Context: an optimization exercise on an open-source flow, tuned for small area, a short achievable clock period and few clock cycles per item. The choices shown serve that exercise and are no tape-out recipe.
Where RTL was checked, it was by simulation tests only, not by an equivalence proof against the original.
For run 1, only the layout was checked, not whether the RTL still works.

## design/flow/config.mk

```make
export PLATFORM = sky130hd
export DESIGN_NAME = sbox_subbytes_pipe
export DESIGN_NICKNAME = sbox_subbytes_pipe
export VERILOG_FILES = /design/flow/design.v
export SDC_FILE = /design/flow/constraint.sdc
export NUM_CORES = 4
export LEC_CHECK = 0
export ABC_AREA = 1
export CAP_MARGIN = 20
export CELL_PAD_IN_SITES_DETAIL_PLACEMENT = 0
export CELL_PAD_IN_SITES_GLOBAL_PLACEMENT = 1
export CORE_MARGIN = 2
export CORE_UTILIZATION = 60
export CTS_CLUSTER_DIAMETER = 100
export CTS_CLUSTER_SIZE = 30
export PLACE_DENSITY = 0.7
export SETUP_SLACK_MARGIN = 2.15
export SLEW_MARGIN = 20
```

## design/flow/constraint.sdc

```tcl
create_clock -name core_clock -period 5.0 [get_ports {clk}]
set_input_delay 1.0000 -clock core_clock [delete_from_list [all_inputs] [get_ports {clk}]]
set_output_delay 1.0000 -clock core_clock [all_outputs]
set_load 0.01 [all_outputs]
```

## design/flow/design.v

```verilog
package aes_sbox_pkg;
   typedef logic [7:0] byte_t;
endpackage
module sbox_lane_s1 (
   input  logic [7:0] in_byte,
   input  logic       inv,
   output logic [7:0] cut
);
   wire w_y0 = in_byte[0];
   wire w_y1 = in_byte[1];
   wire w_y2 = in_byte[2];
   wire w_y3 = in_byte[3];
   wire w_y4 = in_byte[4];
   wire w_y5 = in_byte[5];
   wire w_y6 = in_byte[6];
   wire w_y7 = in_byte[7];
   wire w_inv = inv;
   wire w_ai3 = w_y3 ^ w_y6;
   wire w_ai5 = w_y1 ^ w_ai3;
   wire w_ya4 = w_ai5;
   wire w_U3 = w_inv ? w_ya4 : w_y4;
   wire w_ai2 = w_y1 ^ w_y4;
   wire w_ai6 = w_y7 ^ w_ai2;
   wire w_ya2 = ~w_ai6;
   wire w_U5 = w_inv ? w_ya2 : w_y2;
   wire w_ax2 = w_U3 ^ w_U5;
   wire w_A0 = w_ax2;
   wire w_ai1 = w_y2 ^ w_y7;
   wire w_ai9 = w_y5 ^ w_ai1;
   wire w_ya0 = ~w_ai9;
   wire w_U7 = w_inv ? w_ya0 : w_y0;
   wire w_A1 = w_U7;
   wire w_ai7 = w_y6 ^ w_ai2;
   wire w_ya7 = w_ai7;
   wire w_U0 = w_inv ? w_ya7 : w_y7;
   wire w_ai4 = w_y0 ^ w_ai3;
   wire w_ya1 = w_ai4;
   wire w_U6 = w_inv ? w_ya1 : w_y1;
   wire w_ax4 = w_U0 ^ w_U6;
   wire w_A2 = w_ax4;
   wire w_ax6 = w_U0 ^ w_U5;
   wire w_A3 = w_ax6;
   wire w_ai11 = w_y4 ^ w_ai1;
   wire w_ya5 = w_ai11;
   wire w_U2 = w_inv ? w_ya5 : w_y5;
   wire w_ax1 = w_U0 ^ w_U2;
   wire w_ax7 = w_ax1 ^ w_ax2;
   wire w_A4 = w_ax7;
   wire w_ai0 = w_y0 ^ w_y5;
   wire w_ai8 = w_y3 ^ w_ai0;
   wire w_ya6 = w_ai8;
   wire w_U1 = w_inv ? w_ya6 : w_y6;
   wire w_ai10 = w_y2 ^ w_ai0;
   wire w_ya3 = w_ai10;
   wire w_U4 = w_inv ? w_ya3 : w_y3;
   wire w_ax0 = w_U5 ^ w_U6;
   wire w_ax3 = w_U4 ^ w_ax0;
   wire w_ax10 = w_U1 ^ w_ax3;
   wire w_A5 = w_ax10;
   wire w_ax5 = w_U1 ^ w_U7;
   wire w_ax8 = w_ax1 ^ w_ax5;
   wire w_A6 = w_ax8;
   wire w_ax9 = w_U2 ^ w_ax3;
   wire w_A7 = w_ax9;
   assign cut[0] = w_A0;
   assign cut[1] = w_A1;
   assign cut[2] = w_A2;
   assign cut[3] = w_A3;
   assign cut[4] = w_A4;
   assign cut[5] = w_A5;
   assign cut[6] = w_A6;
   assign cut[7] = w_A7;
endmodule
module sbox_lane_s2 (
   input  logic [7:0] cut_in,
   output logic [11:0] cut_out
);
   wire w_a_A0 = cut_in[0];
   wire w_a_A1 = cut_in[1];
   wire w_a_A2 = cut_in[2];
   wire w_a_A3 = cut_in[3];
   wire w_a_A4 = cut_in[4];
   wire w_a_A5 = cut_in[5];
   wire w_a_A6 = cut_in[6];
   wire w_a_A7 = cut_in[7];
   wire w_T27 = w_a_A4;
   wire w_T4 = w_a_A0;
   wire w_U7 = w_a_A1;
   wire w_T20 = w_a_A6;
   wire w_ta4 = w_a_A4 ^ w_a_A5;
   wire w_T10 = w_ta4;
   wire w_ta1 = w_a_A0 ^ w_a_A3;
   wire w_T1 = w_ta1;
   wire w_T3 = w_a_A2;
   wire w_ta3 = w_a_A4 ^ w_a_A7;
   wire w_T6 = w_ta3;
   wire w_ta11 = w_a_A6 ^ w_ta1;
   wire w_T19 = w_ta11;
   wire w_M4 = w_T19 & w_U7;
   wire w_ta6 = w_a_A0 ^ w_a_A2;
   wire w_T13 = w_ta6;
   wire w_M1 = w_T13 & w_T6;
   wire w_M5 = w_M4 ^ w_M1;
   wire w_ta8 = w_a_A3 ^ w_ta4;
   wire w_T24 = w_ta8;
   wire w_M17 = w_M5 ^ w_T24;
   wire w_T2 = w_a_A3;
   wire w_M14 = w_T2 & w_T10;
   wire w_T15 = w_a_A5;
   wire w_M11 = w_T1 & w_T15;
   wire w_M15 = w_M14 ^ w_M11;
   wire w_M21 = w_M17 ^ w_M15;
   wire w_ta0 = w_a_A1 ^ w_a_A5;
   wire w_T17 = w_ta0;
   wire w_M9 = w_T20 & w_T17;
   wire w_T16 = w_a_A7;
   wire w_M6 = w_T3 & w_T16;
   wire w_M10 = w_M9 ^ w_M6;
   wire w_M19 = w_M10 ^ w_M15;
   wire w_ta9 = w_a_A6 ^ w_ta0;
   wire w_T25 = w_ta9;
   wire w_M23 = w_M19 ^ w_T25;
   wire w_ta5 = w_a_A2 ^ w_a_A7;
   wire w_T26 = w_ta5;
   wire w_M8 = w_T26 ^ w_M6;
   wire w_ta2 = w_a_A2 ^ w_a_A6;
   wire w_T22 = w_ta2;
   wire w_ta13 = w_a_A7 ^ w_ta0;
   wire w_T9 = w_ta13;
   wire w_M7 = w_T22 & w_T9;
   wire w_M18 = w_M8 ^ w_M7;
   wire w_M12 = w_T4 & w_T27;
   wire w_M13 = w_M12 ^ w_M11;
   wire w_M22 = w_M18 ^ w_M13;
   wire w_ta10 = w_a_A5 ^ w_ta1;
   wire w_T14 = w_ta10;
   wire w_M3 = w_T14 ^ w_M1;
   wire w_ta12 = w_a_A3 ^ w_ta2;
   wire w_T23 = w_ta12;
   wire w_ta7 = w_a_A1 ^ w_ta3;
   wire w_T8 = w_ta7;
   wire w_M2 = w_T23 & w_T8;
   wire w_M16 = w_M3 ^ w_M2;
   wire w_M20 = w_M16 ^ w_M13;
   wire w_M25 = w_M22 & w_M20;
   wire w_M28 = w_M23 ^ w_M25;
   wire w_M27 = w_M20 ^ w_M21;
   wire w_M29 = w_M28 & w_M27;
   wire w_M37 = w_M21 ^ w_M29;
   wire w_M31 = w_M20 & w_M23;
   wire w_M32 = w_M27 & w_M31;
   wire w_M33 = w_M27 ^ w_M25;
   wire w_M38 = w_M32 ^ w_M33;
   wire w_M26 = w_M21 ^ w_M25;
   wire w_M24 = w_M22 ^ w_M23;
   wire w_M30 = w_M26 & w_M24;
   wire w_M39 = w_M23 ^ w_M30;
   wire w_M34 = w_M21 & w_M22;
   wire w_M35 = w_M24 & w_M34;
   wire w_M36 = w_M24 ^ w_M25;
   wire w_M40 = w_M35 ^ w_M36;
   assign cut_out[0] = w_T27;
   assign cut_out[1] = w_T4;
   assign cut_out[2] = w_U7;
   assign cut_out[3] = w_T20;
   assign cut_out[4] = w_T10;
   assign cut_out[5] = w_T1;
   assign cut_out[6] = w_T3;
   assign cut_out[7] = w_T6;
   assign cut_out[8] = w_M37;
   assign cut_out[9] = w_M38;
   assign cut_out[10] = w_M39;
   assign cut_out[11] = w_M40;
endmodule
module sbox_lane_s3 (
   input  logic [11:0] cut,
   output logic [7:0] held
);
   wire w_r_T27 = cut[0];
   wire w_r_T4 = cut[1];
   wire w_r_U7 = cut[2];
   wire w_r_T20 = cut[3];
   wire w_r_T10 = cut[4];
   wire w_r_T1 = cut[5];
   wire w_r_T3 = cut[6];
   wire w_r_T6 = cut[7];
   wire w_r_M37 = cut[8];
   wire w_r_M38 = cut[9];
   wire w_r_M39 = cut[10];
   wire w_r_M40 = cut[11];
   wire w_s2_M37 = w_r_M37;
   wire w_s2_M39 = w_r_M39;
   wire w_M42 = w_s2_M37 ^ w_s2_M39;
   wire w_s2_M38 = w_r_M38;
   wire w_s2_M40 = w_r_M40;
   wire w_M41 = w_s2_M38 ^ w_s2_M40;
   wire w_M45 = w_M42 ^ w_M41;
   wire w_s2_T4 = w_r_T4;
   wire w_M62 = w_M45 & w_s2_T4;
   wire w_M43 = w_s2_M37 ^ w_s2_M38;
   wire w_tb6 = w_r_T27 ^ w_r_T6;
   wire w_s2_T16 = w_tb6;
   wire w_M49 = w_M43 & w_s2_T16;
   wire w_s2_T1 = w_r_T1;
   wire w_M61 = w_M42 & w_s2_T1;
   wire w_L5 = w_M49 ^ w_M61;
   wire w_L6 = w_M62 ^ w_L5;
   wire w_s2_T3 = w_r_T3;
   wire w_M58 = w_M43 & w_s2_T3;
   wire w_tb2 = w_r_T27 ^ w_r_T10;
   wire w_tb7 = w_r_U7 ^ w_tb2;
   wire w_s2_T17 = w_tb7;
   wire w_M51 = w_s2_M37 & w_s2_T17;
   wire w_tb1 = w_r_T20 ^ w_r_T3;
   wire w_s2_T22 = w_tb1;
   wire w_M59 = w_s2_M38 & w_s2_T22;
   wire w_L8 = w_M51 ^ w_M59;
   wire w_L18 = w_M58 ^ w_L8;
   wire w_M44 = w_s2_M39 ^ w_s2_M40;
   wire w_s2_T6 = w_r_T6;
   wire w_M46 = w_M44 & w_s2_T6;
   wire w_s2_U7 = w_r_U7;
   wire w_M48 = w_s2_M39 & w_s2_U7;
   wire w_L2 = w_M46 ^ w_M48;
   wire w_L23 = w_L18 ^ w_L2;
   wire w_S7 = ~(w_L6 ^ w_L23);
   wire w_tb3 = w_r_U7 ^ w_r_T6;
   wire w_tb8 = w_r_T10 ^ w_tb3;
   wire w_s2_T9 = w_tb8;
   wire w_M50 = w_s2_M38 & w_s2_T9;
   wire w_L0 = w_M61 ^ w_M62;
   wire w_L13 = w_M50 ^ w_L0;
   wire w_s2_T27 = w_r_T27;
   wire w_M53 = w_M45 & w_s2_T27;
   wire w_s2_T10 = w_r_T10;
   wire w_M54 = w_M41 & w_s2_T10;
   wire w_L4 = w_M54 ^ w_M58;
   wire w_L10 = w_M53 ^ w_L4;
   wire w_L27 = w_L8 ^ w_L10;
   wire w_S6 = ~(w_L13 ^ w_L27);
   wire w_L25 = w_L6 ^ w_L10;
   wire w_s2_T20 = w_r_T20;
   wire w_M60 = w_s2_M37 & w_s2_T20;
   wire w_L11 = w_M60 ^ w_L2;
   wire w_tb5 = w_r_T20 ^ w_r_T1;
   wire w_s2_T19 = w_tb5;
   wire w_M57 = w_s2_M39 & w_s2_T19;
   wire w_tb0 = w_r_T4 ^ w_r_T1;
   wire w_tb9 = w_tb0 ^ w_tb1;
   wire w_s2_T23 = w_tb9;
   wire w_M56 = w_s2_M40 & w_s2_T23;
   wire w_L1 = w_M50 ^ w_M56;
   wire w_L17 = w_M57 ^ w_L1;
   wire w_L29 = w_L11 ^ w_L17;
   wire w_S5 = w_L25 ^ w_L29;
   wire w_L20 = w_L0 ^ w_L1;
   wire w_s2_T8 = w_tb3;
   wire w_M47 = w_s2_M40 & w_s2_T8;
   wire w_tb4 = w_r_T4 ^ w_r_T3;
   wire w_s2_T13 = w_tb4;
   wire w_M55 = w_M44 & w_s2_T13;
   wire w_L3 = w_M47 ^ w_M55;
   wire w_L12 = w_M48 ^ w_M51;
   wire w_L22 = w_L3 ^ w_L12;
   wire w_S4 = w_L20 ^ w_L22;
   wire w_L7 = w_M46 ^ w_L3;
   wire w_L21 = w_L1 ^ w_L7;
   wire w_S3 = w_L6 ^ w_L21;
   wire w_s2_T2 = w_tb0;
   wire w_M63 = w_M41 & w_s2_T2;
   wire w_L19 = w_M63 ^ w_L4;
   wire w_s2_T15 = w_tb2;
   wire w_M52 = w_M42 & w_s2_T15;
   wire w_L14 = w_M52 ^ w_M61;
   wire w_L28 = w_L11 ^ w_L14;
   wire w_S2 = ~(w_L19 ^ w_L28);
   wire w_L16 = w_M56 ^ w_L0;
   wire w_L9 = w_M52 ^ w_M53;
   wire w_L26 = w_L7 ^ w_L9;
   wire w_S1 = ~(w_L16 ^ w_L26);
   wire w_L15 = w_M55 ^ w_L1;
   wire w_L24 = w_L15 ^ w_L9;
   wire w_S0 = w_L6 ^ w_L24;
   assign held[0] = w_S7;
   assign held[1] = w_S6;
   assign held[2] = w_S5;
   assign held[3] = w_S4;
   assign held[4] = w_S3;
   assign held[5] = w_S2;
   assign held[6] = w_S1;
   assign held[7] = w_S0;
endmodule
module sbox_lane_out (
   input  logic [7:0] held,
   input  logic       inv,
   output logic [7:0] out_byte
);
   wire w_S7 = held[0];
   wire w_S6 = held[1];
   wire w_S5 = held[2];
   wire w_S4 = held[3];
   wire w_S3 = held[4];
   wire w_S2 = held[5];
   wire w_S1 = held[6];
   wire w_S0 = held[7];
   wire w_invq = inv;
   wire w_s7 = w_S0;
   wire w_s2 = w_S5;
   wire w_s5 = w_S2;
   wire w_zi1 = w_s2 ^ w_s5;
   wire w_zi9 = w_s7 ^ w_zi1;
   wire w_z0 = ~w_zi9;
   wire w_o0 = w_invq ? w_z0 : w_S7;
   wire w_s6 = w_S1;
   wire w_s0 = w_S7;
   wire w_s3 = w_S4;
   wire w_zi3 = w_s0 ^ w_s3;
   wire w_zi7 = w_s6 ^ w_zi3;
   wire w_z1 = w_zi7;
   wire w_o1 = w_invq ? w_z1 : w_S6;
   wire w_s1 = w_S6;
   wire w_s4 = w_S3;
   wire w_zi2 = w_s4 ^ w_s7;
   wire w_zi4 = w_s1 ^ w_zi2;
   wire w_z2 = ~w_zi4;
   wire w_o2 = w_invq ? w_z2 : w_S5;
   wire w_zi10 = w_s0 ^ w_zi1;
   wire w_z3 = w_zi10;
   wire w_o3 = w_invq ? w_z3 : w_S4;
   wire w_zi0 = w_s1 ^ w_s6;
   wire w_zi11 = w_s3 ^ w_zi0;
   wire w_z4 = w_zi11;
   wire w_o4 = w_invq ? w_z4 : w_S3;
   wire w_zi5 = w_s2 ^ w_zi2;
   wire w_z5 = w_zi5;
   wire w_o5 = w_invq ? w_z5 : w_S2;
   wire w_zi8 = w_s5 ^ w_zi3;
   wire w_z6 = w_zi8;
   wire w_o6 = w_invq ? w_z6 : w_S1;
   wire w_zi6 = w_s4 ^ w_zi0;
   wire w_z7 = w_zi6;
   wire w_o7 = w_invq ? w_z7 : w_S0;
   assign out_byte[0] = w_o0;
   assign out_byte[1] = w_o1;
   assign out_byte[2] = w_o2;
   assign out_byte[3] = w_o3;
   assign out_byte[4] = w_o4;
   assign out_byte[5] = w_o5;
   assign out_byte[6] = w_o6;
   assign out_byte[7] = w_o7;
endmodule
module sbox_subbytes_pipe
#(
   parameter int N_BYTES = 16
) (
   input  logic                 clk,
   input  logic                 rst_n,
   input  logic                 in_valid,
   output logic                 in_ready,
   input  logic [8*N_BYTES-1:0] in_data,
   input  logic                 in_inv,
   output logic                 out_valid,
   input  logic                 out_ready,
   output logic [8*N_BYTES-1:0] out_data,
   output logic                 out_inv,
   output logic                 busy
);
   localparam int DW = 8*N_BYTES;
   localparam int NA = 8;    
   localparam int NB = 12;    
   localparam int NS = 8;    
   logic                  vld0_q, vld1_q, vld2_q;
   logic                  inv0_q;
   logic [1:0]            inv1_q;    
   logic [3:0]            inv2_q;    
   logic [N_BYTES-1:0]    lane_inv;
   logic [N_BYTES*NA-1:0] a_d, a_q;
   logic [N_BYTES*NB-1:0] b_d, b_q;
   logic [N_BYTES*NS-1:0] sub_d, sub_q;
   logic                  adv;
   assign adv = !vld2_q || out_ready;
   generate
      for (genvar i = 0; i < N_BYTES; i++) begin : g_lane
         sbox_lane_s1 u_s1 (
            .in_byte (in_data[8*i +: 8]),
            .inv     (in_inv),
            .cut     (a_d[NA*i +: NA])
         );
         sbox_lane_s2 u_s2 (
            .cut_in  (a_q[NA*i +: NA]),
            .cut_out (b_d[NB*i +: NB])
         );
         sbox_lane_s3 u_s3 (
            .cut      (b_q[NB*i +: NB]),
            .held     (sub_d[NS*i +: NS])
         );
         sbox_lane_out u_out (
            .held     (sub_q[NS*i +: NS]),
            .inv      (lane_inv[i]),
            .out_byte (out_data[8*i +: 8])
         );
      end
   endgenerate
   always_ff @(posedge clk) begin
      if (!rst_n) begin
         vld0_q <= 1'b0;
         vld1_q <= 1'b0;
         vld2_q <= 1'b0;
      end else begin
         if (adv) vld0_q <= in_valid;
         if (adv) vld1_q <= vld0_q;
         if (adv) vld2_q <= vld1_q;
      end
      if (adv) begin
         a_q    <= a_d;
         inv0_q <= in_inv;
      end
      if (adv) begin
         b_q    <= b_d;
         inv1_q <= {~inv0_q, inv0_q};
      end
      if (adv) begin
         sub_q  <= sub_d;
         inv2_q <= {~inv1_q[1], inv1_q[1], ~inv1_q[0], inv1_q[0]};
      end
   end
   assign in_ready  = adv;
   assign out_valid = vld2_q;
   for (genvar i = 0; i < N_BYTES; i++) begin : g_mode
      assign lane_inv[i] = (((i / 4) % 4) == 0) ? inv2_q[0] :
                           (((i / 4) % 4) == 1) ? ~inv2_q[1] :
                           (((i / 4) % 4) == 2) ? ~inv2_q[2] : inv2_q[3];
   end
   assign out_inv   = inv2_q[0];
   assign busy      = vld0_q | vld1_q | vld2_q;
endmodule
```

## design/flow/flow/run.sh

```bash
#!/bin/bash
# Own flow: the standard layout (standard.sh) with two changes:
#  - synthesis maps the logic with flow/abc.script in place of ORFS's abc_area.script
#    (registers, flattening and renaming are the standard synthesis's);
#  - the port buffers that the standard flow inserts are sky130_fd_sc_hd__buf_2 cells
#    instead of the tool's default pick.
# Each step's full output goes to its own log file in this folder.
set -euo pipefail
cd "$(dirname "$0")/.."
rm -rf myscripts
cp -r "$FLOW_HOME/scripts" myscripts
cp flow/abc.script myscripts/abc_area.script
bash standard.sh SCRIPTS_DIR="$PWD/myscripts" synth > synth.log 2>&1
bash standard.sh BUFFER_PORTS_ARGS="-buffer_cell sky130_fd_sc_hd__buf_2" finish > layout.log 2>&1
```

## design/flow/flow/abc.script

```
strash
&get -n
&dch -f
&nf -R 1000
&put
topo
stime -c
```

## design/flow/standard.sh

```bash
#!/bin/bash
# synth_recipe.tcl (not shown) runs the flow's synth.tcl, then flattens the netlist and writes it again
# the make line also repeats each setting of config.mk as NAME=value (left out here)
make -C /OpenROAD-flow-scripts/flow DESIGN_CONFIG=/design/flow/config.mk WORK_HOME=/design/flow/orfs CLKGATE_MAP_FILE= SYNTH_SCRIPT=/design/flow/synth_recipe.tcl "${@:-finish}"
```

==> results of run 1 <==
==> cell families (layout without fill, tap and decap cells) <==
family          after synthesis  in the layout
fa+ha+maj                    48             48
simple gates                716            716
flops                       458            458
xor+xnor                   1807           1807
mux                          33             33
buf+inv                     145            399
compound gates              308            308
==> final cells by class <==
type / count / share of cell area
Timing Repair Buffer: 345 / 0.05293
Clock inverter: 9 / 0.003302
Multi-Input combinational cell: 2912 / 0.5530
Timing Repair inverter: 1 / 0.0004128
Clock buffer: 27 / 0.01524
Tap cell: 773 / 0.02455
Inverter: 17 / 0.002286
Sequential cell: 458 / 0.3483
==> layer usage <==
layer  share of wire  wire length (um)
met5         0.00046                31
met1            0.45             30370
met4           0.017              1139
met3           0.033              2219
met2            0.50             33300
==> synth_stat cells (17+ instances only) <==
master,instances
nand2_1,462
nor2b_1,36
o21ai_0,165
xnor2_1,1090
clkinv_1,17
ha_1,48
and2_0,35
buf_4,128
nor2_1,169
a21oi_1,124
xor2_1,717
edfxtp_1,455
mux2i_1,31
==> sequential cells by signal, summed over array words and instances, names as in the netlist, 2 cells and up <==
signal  flops
b_q       192
inv2_q      4
a_q       128
sub_q     128
inv1_q      2
==> worst paths after layout <==
path	slack [ps]	endpoint	start
max	2040	out_data[20]	inv2_q[0]$_DFFE_PP_
min	500	inv1_q[0]$_DFFE_PP_	inv0_q$_DFFE_PP_
max reg2reg	2370	b_q[189]$_DFFE_PP_	a_q[120]$_DFFE_PP_
min reg2reg	500	inv1_q[0]$_DFFE_PP_	inv0_q$_DFFE_PP_
==> metrics by stage <==
stage | instance area, um2 | std cells
5_1_grt | 39400 | 4542
3_3_place_gp | 37450 | 4438
6_report | 39400 | 4542
4_1_cts | 38640 | 4501
3_5_place_dp | 37450 | 4438
2_1_floorplan | 36020 | 3515
==> what timing repair did <==
item	in CTS	in global routing
buffers inserted	26	39
pin swaps	4	14
cloned	1	2
resized for setup	44	85
setup endpoints to repair	110	88
==> flow_metrics.tcl, run 1 <==
set metrics [dict create \
    synth.largest_area_cell "edfxtp_1" \
    fin_skew_ps 31.56 \
    synthMuxAreaShare 0.009250 \
    avgSynthCellArea_um2 10.24 \
    status "no timing/DRC/antenna violations" \
    path_buf_inv 4 \
    cts_tree "yes" \
    antenna_found_initial 5 \
    dp_hpwl_um 52800 \
    clkSlewWorstSetupHoldPaths_ps 120 \
    arrival_ps 1960 \
    grt_pass1_wl_um 110100 \
    path_max_fanout 6 \
    holdWs_ps 503.0 \
    fmax_ghz 0.3375 \
    synthesis.area_um2 35980 \
    routed_wl_um 67060 \
    globalRouteMet3Util 0.01954 \
    synth-edff-count 455 \
    grt_use_met2 0.3802 \
    dr.pass1.iters 5 \
    postCtsHoldBufs 0 \
    core_area_um2 59130 \
    fin_crit_ps 2963 \
    async_reset_ff_frac 0 \
    path_depth 5 \
    synth_top_family_by_area "XOR/XNOR gates" \
    use_met1 0.2790 \
    wl_per_cell_um 14.76 \
    place_congestion 0.8894 \
    drt_iter0_markers 944 \
    startpoint_type "register" \
    maxCapViolations 0 \
    nFillCells 4691 \
    synth_area_leaders "edfxtp_1, xnor2_1, xor2_1, nand2_1, buf_4" \
    grt_pass1_vias 22765 \
    crit_chain "buf_6 > buf_6 > buf_12 > a21oi_2 > buf_2" \
    grt.busiest_layer "met2" \
    initial_utilization 0.6085 \
    hold_viol_final 0 \
    numClockSinks 458 \
    port-buffer-count 264 \
    netlist_instances 3515 \
    synth_warnings 1 \
    drive_gt1_frac 0.1226 \
    crit_path_max_incr_delay_ps 430 \
    ios 265 \
    syn_nets 3696 \
    reg2reg_depth 8 \
    clk_path_buf_depth 3 \
    vias 22863 \
    setup_viol 0 \
    layout_commonest_cell "xnor2_1" \
    path_class "register to output port" \
    gr-total-overflow 0 \
    dieArea_um2 61940 \
    ant_nets 0 \
    ys.flop_type "edfxtp_1" \
    whs_path_depth 0 \
    cts-htree-levels 1 \
    tightest_slew_ps 1026 \
    seq_area_frac_synth 0.3814 \
    grt_usage 0.2116 \
    num_rows 89 \
    grt_max_degree 100 \
    synthSimpleGateAreaFrac 0.08043 \
    via_per_inst 5.034 \
    cts_made_buffers 22 \
    maxSlewHeadroom 0.3157 \
    cp.required_ps 4000 \
    endpoint_kind "output port" \
    synth-xor-area-share 0.4398 \
    ys_types 24 \
    num_antenna_cells 0 \
    remaining_drc_errors 0 \
    hold_path.class "register to register" \
    final_util 0.6664 \
    regArea_um2 13720 \
    timing.setup.tns_ps 0 \
    synth_seq_cells 458 \
    rsz0062_at_grt "yes" \
    insertion_delay_ps 570 \
    final_cell_mix "xnor2_1, xor2_1, nand2_1" \
    post-place-ws_ps 1754 \
    final_max_slew_viol_count 0 \
    cp_slowest_cell "edfxtp_1" \
    critPathTopFamily "buffers and inverters" \
    die_w_um 248.9 \
    cpMostUsedCell "buf_6" \
    root_buffer "clkbuf_16" \
    synth_adder_area_share 0.01669 \
    area_growth_pct 9.510 \
    layout_setup_ws_ps 2037 \
    multi_input_area_um2 21790 \
    min_period_over_period 0.5925 \
    die_y_um 248.9 \
    final_nets 3938 \
    synth_compound_area_frac 0.04392 \
    netlist.area_leader.share 0.3797 \
]
==> run 2: changes to the inputs <==
--- a/design/flow/design.v
+++ b/design/flow/design.v
@@ -370,10 +370,7 @@
    localparam int NB = 12;    
    localparam int NS = 8;    
    logic                  vld0_q, vld1_q, vld2_q;
-   logic                  inv0_q;
-   logic [1:0]            inv1_q;    
-   logic [3:0]            inv2_q;    
-   logic [N_BYTES-1:0]    lane_inv;
+   logic                  inv0_q, inv1_q, inv2_q;
    logic [N_BYTES*NA-1:0] a_d, a_q;
    logic [N_BYTES*NB-1:0] b_d, b_q;
    logic [N_BYTES*NS-1:0] sub_d, sub_q;
@@ -396,7 +393,7 @@
          );
          sbox_lane_out u_out (
             .held     (sub_q[NS*i +: NS]),
-            .inv      (lane_inv[i]),
+            .inv      (inv2_q),
             .out_byte (out_data[8*i +: 8])
          );
       end
@@ -417,20 +414,15 @@
       end
       if (adv) begin
          b_q    <= b_d;
-         inv1_q <= {~inv0_q, inv0_q};
+         inv1_q <= inv0_q;
       end
       if (adv) begin
          sub_q  <= sub_d;
-         inv2_q <= {~inv1_q[1], inv1_q[1], ~inv1_q[0], inv1_q[0]};
+         inv2_q <= inv1_q;
       end
    end
    assign in_ready  = adv;
    assign out_valid = vld2_q;
-   for (genvar i = 0; i < N_BYTES; i++) begin : g_mode
-      assign lane_inv[i] = (((i / 4) % 4) == 0) ? inv2_q[0] :
-                           (((i / 4) % 4) == 1) ? ~inv2_q[1] :
-                           (((i / 4) % 4) == 2) ? ~inv2_q[2] : inv2_q[3];
-   end
-   assign out_inv   = inv2_q[0];
+   assign out_inv   = inv2_q;
    assign busy      = vld0_q | vld1_q | vld2_q;
 endmodule
--- a/design/flow/config.mk
+++ b/design/flow/config.mk
@@ -14,5 +14,5 @@
 export CTS_CLUSTER_DIAMETER = 100
 export CTS_CLUSTER_SIZE = 30
 export PLACE_DENSITY = 0.7
-export SETUP_SLACK_MARGIN = 2.15
+export SETUP_SLACK_MARGIN = 2.05
 export SLEW_MARGIN = 20
==> flow_metrics.tcl, run 2 <==
set metrics [dict create \
    dpl_cell_area_um2 37330 \
    synth_warnings 1 \
    ys.flop_type "edfxtp_1" \
    arrival_ps 1890 \
    die_w_um 248.5 \
    tightest_slew_ps 1146 \
    antenna_found_initial 1 \
    synth.largest_area_cell "edfxtp_1" \
    largestRegisters "b_q (192), a_q (128), sub_q (128)" \
    wl_met1_um 29020 \
    num_rows 89 \
    async_reset_ff_frac 0 \
    endpoint_kind "output port" \
    synth_seq_cells 454 \
    synthesis.area_um2 35860 \
    grt_pass1_wl_um 110000 \
    dr.pass1.iters 5 \
    seq_area_frac_synth 0.3793 \
    yosysMostFrequentCell "xnor2_1" \
    fin_crit_ps 2891 \
    clkSlewWorstSetupHoldPaths_ps 110 \
    numClockSinks 454 \
    dieArea_um2 61740 \
    die_y_um 248.5 \
    wl_per_cell_um 14.94 \
    drt_iter0_markers 969 \
    rsz0062_at_grt "yes" \
    setup_viol 0 \
    path_class "register to output port" \
    ys_top_cells_by_count "xnor2_1, xor2_1, edfxtp_1, nand2_1, nor2_1" \
    root_buffer "clkbuf_16" \
    path_max_fanout 23 \
    avgSynthCellArea_um2 10.18 \
    via_per_inst 5.101 \
    dp_hpwl_um 51420 \
    initial_utilization 0.6076 \
    area_growth_pct 7.013 \
    insertion_delay_ps 570 \
    reg2reg_depth 8 \
    status "no timing/DRC/antenna violations" \
    ant_nets 0 \
    ys_types 25 \
    synth_area_leaders "edfxtp_1, xnor2_1, xor2_1, nand2_1, a21oi_1" \
    netlist.area_leader.share 0.3777 \
    core_area_um2 59020 \
    final_max_slew_viol_count 0 \
    final_nets 3884 \
    wl_met2_um 34500 \
    remaining_drc_errors 0 \
    timing.setup.tns_ps 0 \
    cts-htree-levels 1 \
    r2r_slack_ps 2360 \
    netlist_instances 3521 \
    hold_path.class "register to register" \
    fin_area_um2 38370 \
    routed_wl_um 67040 \
    gr-total-overflow 0 \
    port-buffer-count 264 \
    routed.top_layer "met4" \
    final_util 0.6502 \
    final_cell_mix "xnor2_1, xor2_1, edfxtp_1" \
    place_congestion 0.8509 \
    ios 265 \
    vias 22890 \
    num_antenna_cells 0 \
    grt_max_degree 198 \
    cp.required_ps 4000 \
    met3_length_um 2131 \
    min_period_over_period 0.5782 \
    cts_tree "yes" \
    drive_gt1_frac 0.09181 \
    largest_reg_flops 192 \
    clk_path_buf_depth 3 \
    syn_nets 3702 \
    largest_register "b_q" \
    grt_usage 0.2101 \
    fmax_ghz 0.3459 \
    startpoint_type "register" \
    grt_pass1_vias 23033 \
    maxSlewHeadroom 0.2361 \
    layout_commonest_cell "xnor2_1" \
    cts_made_buffers 20 \
    postCtsHoldBufs 0 \
    synth-edff-count 451 \
    fin_skew_ps 17.71 \
    maxCapViolations 0 \
    whs_path_depth 0 \
    hold_viol_final 0 \
]
## run 2: logic make-up after synthesis
family / Yosys count / synth area share
simple gates: 724 / 0.08186
xor+xnor: 1794 / 0.4382
mux: 31 / 0.008653
fa+ha+maj: 48 / 0.01675
compound gates: 324 / 0.04655
flops: 454 / 0.3793
buf+inv: 146 / 0.02868
## run 2: cell type report
class | instances | area [um2]
Clock buffer | 26 | 544.3
Clock inverter | 7 | 95.09
Fill cell | 4753 | 20640
Inverter | 18 | 93.84
Multi-Input combinational cell | 2921 | 21380
Sequential cell | 454 | 13600
Tap cell | 773 | 967.2
Timing Repair Buffer | 287 | 1670
Timing Repair inverter | 1 | 16.27
## run 2: metal layers
metal  global-route usage  vias up
met5                    0        -
met4              0.05458        0
met3              0.01895       82
met2               0.3902      341
met1               0.2605    10723
li1                     -    11744
## run 2: timing repair
item | in CTS | in global routing
pin swaps | 0 | 1
setup endpoints to repair | 124 | 84
cloned | 3 | 3
resized for setup | 17 | 17
setup buffers | 3 | 8
## run 2: worst paths after layout
| check | to | startpoint |
|---|---|---|
| min reg2reg | inv2_q$_DFFE_PP_ | inv1_q$_DFFE_PP_ |
| max | out_data[79] | inv2_q$_DFFE_PP_ |
| min | inv2_q$_DFFE_PP_ | inv1_q$_DFFE_PP_ |
| max reg2reg | b_q[154]$_DFFE_PP_ | a_q[96]$_DFFE_PP_ |
## run 2: stage by stage
stage | instances | setup slack, ps | hold slack, ps
floorplan | 3521 | -726.0 | 400.3
global placement | 4437 | 1931 | 404.5
detailed placement | 4437 | 1867 | 411.4
CTS | 4476 | 1997 | 443.1
global route | 4487 | 2026 | 458.7
finish | 4487 | 2109 | 444.4
## run 2: worst max-delay path: stages, from the launching register on
cell and delay (ps):
edfxtp_1 400, buf_6 210, buf_16 210, nor2_1 70, a21oi_1 220, buf_2 190
Testbench counts of run 2, summed over its fixed seeds: cycles 8,024, items 8,000.

## re-timing with driven ports
How much do the figures lean on ideal ports? The routed layouts below were timed once more, with nothing changed but the port constraints.
Step 1 sets driving cells, clkbuf_16 on the clock port and buf_2 on the other inputs (assumed; they add their load-dependent delay and slew).
Step 2 moves the port delays by t, midway between the first and last clock arrival at a register: inputs arrive t later, outputs are due t later. That takes back most of the time a late clock gives input paths.
a / b / c = no drivers / after step 1 / after step 2; a / b = the first two.
run | t, ns | slack for setup (ns) | latest minus earliest clock arrival (ns) | cell pins on the clock port's net
run 1 | 0.623 | 2.037 / 1.974 / 1.728 | 0.036 / 0.036 | 1
run 2 | 0.627 | 2.109 / 2.046 / 1.853 | 0.021 / 0.021 | 1
After both steps every run listed still meets setup and hold. For run 1, which loses most, drivers alone change the setup slack by -0.063 ns; drivers and shift together by -0.309 ns.
